Context: an optimization exercise on an open-source flow, tuned for small area. The choices shown serve that exercise and are no tape-out recipe. Only simulation tests tie the RTL to the original design; equivalence was not proved.

==> flow/design.v (excerpt) <==
module virtio_mmio_top
#(
	parameter int ID_W      = 1,
	parameter int QUEUE_NUM = 1
)
(
	input  logic            axi_aclk,
	input  logic            axi_aresetn,
	input  logic [ID_W-1:0] awid,
	input  logic [11:0]     awaddr,
	input  logic [7:0]      awlen,
	input  logic [1:0]      awburst,
	input  logic            awvalid,
	output logic            awready,
	input  logic [31:0]     wdata,
	input  logic            wlast,
	input  logic            wvalid,
	output logic            wready,
	output logic [ID_W-1:0] bid,
	output logic [1:0]      bresp,
	output logic            bvalid,
	input  logic            bready,
	input  logic [ID_W-1:0] arid,
	input  logic [11:0]     araddr,
	input  logic [7:0]      arlen,
	input  logic [1:0]      arburst,
	input  logic            arvalid,
	output logic            arready,
	output logic [ID_W-1:0] rid,
	output logic [31:0]     rdata,
	output logic [1:0]      rresp,
	output logic            rlast,
	output logic            rvalid,
	input  logic            rready,
	output logic            interrupt
);
	localparam [6:0] W_MAGIC     = 7'h00;
	localparam [6:0] W_VERSION   = 7'h01;
	localparam [6:0] W_DEVICE_ID = 7'h02;
	localparam [6:0] W_VENDOR_ID = 7'h03;
	localparam [6:0] W_DEV_FEAT  = 7'h04;
	localparam [6:0] W_FEAT_SEL  = 7'h05;
	localparam [6:0] W_QUEUE_SEL = 7'h0c;
  ...
==> flow/config.mk <==
export PLATFORM = sky130hd
export DESIGN_NAME = virtio_mmio_top
export DESIGN_NICKNAME = virtio_mmio_top
export VERILOG_FILES = /design/flow/design.v
export SDC_FILE = /design/flow/constraint.sdc
export NUM_CORES = 4
export LEC_CHECK = 0
export CAP_MARGIN = 20
export CORE_MARGIN = 2
export CORE_UTILIZATION = 75
export SLEW_MARGIN = 20
==> flow/constraint.sdc <==
create_clock -name core_clock -period 5.0 [get_ports {axi_aclk}]
set_input_delay 1.0000 -clock core_clock [delete_from_list [all_inputs] [get_ports {axi_aclk}]]
set_output_delay 1.0000 -clock core_clock [all_outputs]
set_load 0.01 [all_outputs]
standard.sh (not shown) runs the stock make flow with config.mk's settings and CLKGATE_MAP_FILE= SYNTH_SCRIPT=/design/flow/synth_recipe.tcl, a recipe that flattens the netlist after the stock synthesis.
==> flow/flow/run.sh <==
#!/bin/bash
# Standard ORFS layout (the standard.sh) with two changes to how it is made:
#  - port buffers use the smallest buffer cell instead of the resizer's pick
#  - clock tree: clkbuf_8 only, sink clusters of up to 20 within 60 um, no dummy loads
# make's full output goes to flow.log here; ORFS keeps its per-step logs in orfs/logs.
set -euo pipefail
cd "$(dirname "$0")/.."
bash standard.sh \
  "BUFFER_PORTS_ARGS=-buffer_cell sky130_fd_sc_hd__buf_1" \
  "CTS_ARGS=-sink_clustering_enable -repair_clock_nets -buf_list sky130_fd_sc_hd__clkbuf_8 -dont_use_dummy_load -sink_clustering_size 20 -sink_clustering_max_diameter 60" \
  finish > flow.log 2>&1
Change:
--- a/flow/design.v
+++ b/flow/design.v
@@ -71,14 +71,15 @@
 	logic [7:0]  cnt;         
 	logic [ID_W-1:0] id;
 	logic        idle;
 	logic        w_hs;
 	logic        rst;
 	logic        sweep;
 	logic        go;          
+	logic        again;       
 	logic [31:0]      head;
 	logic [6:0][31:0] ring;
 	logic [2:0]       pos;        
 	logic             skip;       
 	logic             hold;       
 	logic        fsel_one;    
 	logic        qsel_nz;     
@@ -102,24 +103,25 @@
 	assign tgt      = is_qnum || ((is_addr_slot || is_qready) && !qsel_nz);
 	assign here     = !tgt || (pos == ring_idx);
 	assign rst     = !axi_aresetn;
 	assign sweep   = (state == S_SWEEP);
 	assign idle    = (state[1:0] == 2'b00);
 	assign awready = (state == S_IDLE_W);
 	assign arready = (state == S_IDLE_R);
-	assign wready  = (state == S_WDATA) && here;
+	assign wready  = (state == S_WDATA) && (here || (!incr && !wlast));
 	assign bvalid  = (state == S_BRESP);
 	assign rvalid  = (state == S_RDATA);
 	assign bid     = id;
 	assign rid     = id;
 	assign bresp   = 2'b00;
 	assign rresp   = 2'b00;
 	assign rlast   = (cnt == 8'd0);
 	assign w_hs    = wready && wvalid;
-	assign go      = here && (state == S_RWAIT);
+	assign again   = tgt && !incr && !rlast && (state == S_RWAIT);
+	assign go      = here && (state == S_RWAIT) && !again;
 	always_ff @(posedge axi_aclk)
 	begin
 		if (rst)
 			state <= S_SWEEP;
 		else
 		begin
 			case (state)
@@ -139,42 +141,44 @@
 				S_RFETCH:
 					if (here)
 						state <= S_RDATA;
 				S_RDATA:
 					if (rready)
 						state <= S_RWAIT;
 				default:
-					if (go)
+					if (again)
+						state <= S_RDATA;
+					else if (go)
 						state <= rlast ? S_IDLE_W : S_RFETCH;
 			endcase
 		end
 	end
 	always_ff @(posedge axi_aclk)
 	begin
 		if (idle)
 		begin
 			id   <= state[2] ? arid : awid;
 			word <= state[2] ? araddr[8:2] : awaddr[8:2];
 			far  <= state[2] ? (araddr[11:9] != 3'd0) : (awaddr[11:9] != 3'd0);
 			incr <= state[2] ? (arburst[0] ^ arburst[1]) : (awburst[0] ^ awburst[1]);
 			cnt  <= arlen;
 		end
-		else if (w_hs || go)
+		else if (w_hs || go || again)
 		begin
 			cnt <= cnt - 8'd1;
 			if (incr)
 				{far, word} <= {far, word} + 8'd1 | {far, 7'd0};
 		end
 	end
 	logic ring_wr;
 	logic take_head;
 	logic take_nxt;
-	assign ring_wr   = w_hs && tgt;
+	assign ring_wr   = w_hs && tgt && here;
 	assign hold      = tgt && ((state == S_RFETCH && here) || state == S_RDATA ||
-		(state == S_RWAIT && !here));
+		(state == S_RWAIT && (!here || again)));
 	assign take_head = !ring_wr && !sweep && !hold;
 	assign take_nxt  = hold;
 	always_ff @(posedge axi_aclk)
 	begin
 		ring[5:0] <= ring[6:1];
 		ring[6]   <= ({32{ring_wr}} & wdata) | ({32{take_head}} & head) |
 			({32{take_nxt}} & ring[0]);
The new run went through all stages and came out clean.
Worst setup slack gets worse by 370 ps.
Clock-buffer cell count stays the same.
Routed wire length is higher by 9.5%.
Clock skew is higher by 36 ps.
Final area is about the same.

-- separate check: timing with driven ports --
Ports are ideal in the flow. The routed layouts listed here were re-timed in OpenROAD. Step 1 sets driving cells, clkbuf_16 on the clock port and buf_2 on the other inputs (assumed; they add their load-dependent delay and slew). Step 2, shift: input delay + t, output delay - t, t = (earliest + latest rising clock arrival at the registers) / 2. This alone moves slack from input paths to output paths. Three values: no drivers, after step 1, after step 2; two values: the first two.
run	t, ns	setup slack, ns	hold WS [ns]	worst setup path at the end	slew at the worst register clock pin (ns)
the first run	0.520	0.997 / 0.962 / 1.093	0.300 / 0.300 / 0.300	register to register	0.11 / 0.11
the second run	0.531	0.631 / 0.595 / 1.126	0.310 / 0.310 / 0.310	register to output	0.12 / 0.12
After both steps every run listed still meets setup and hold.
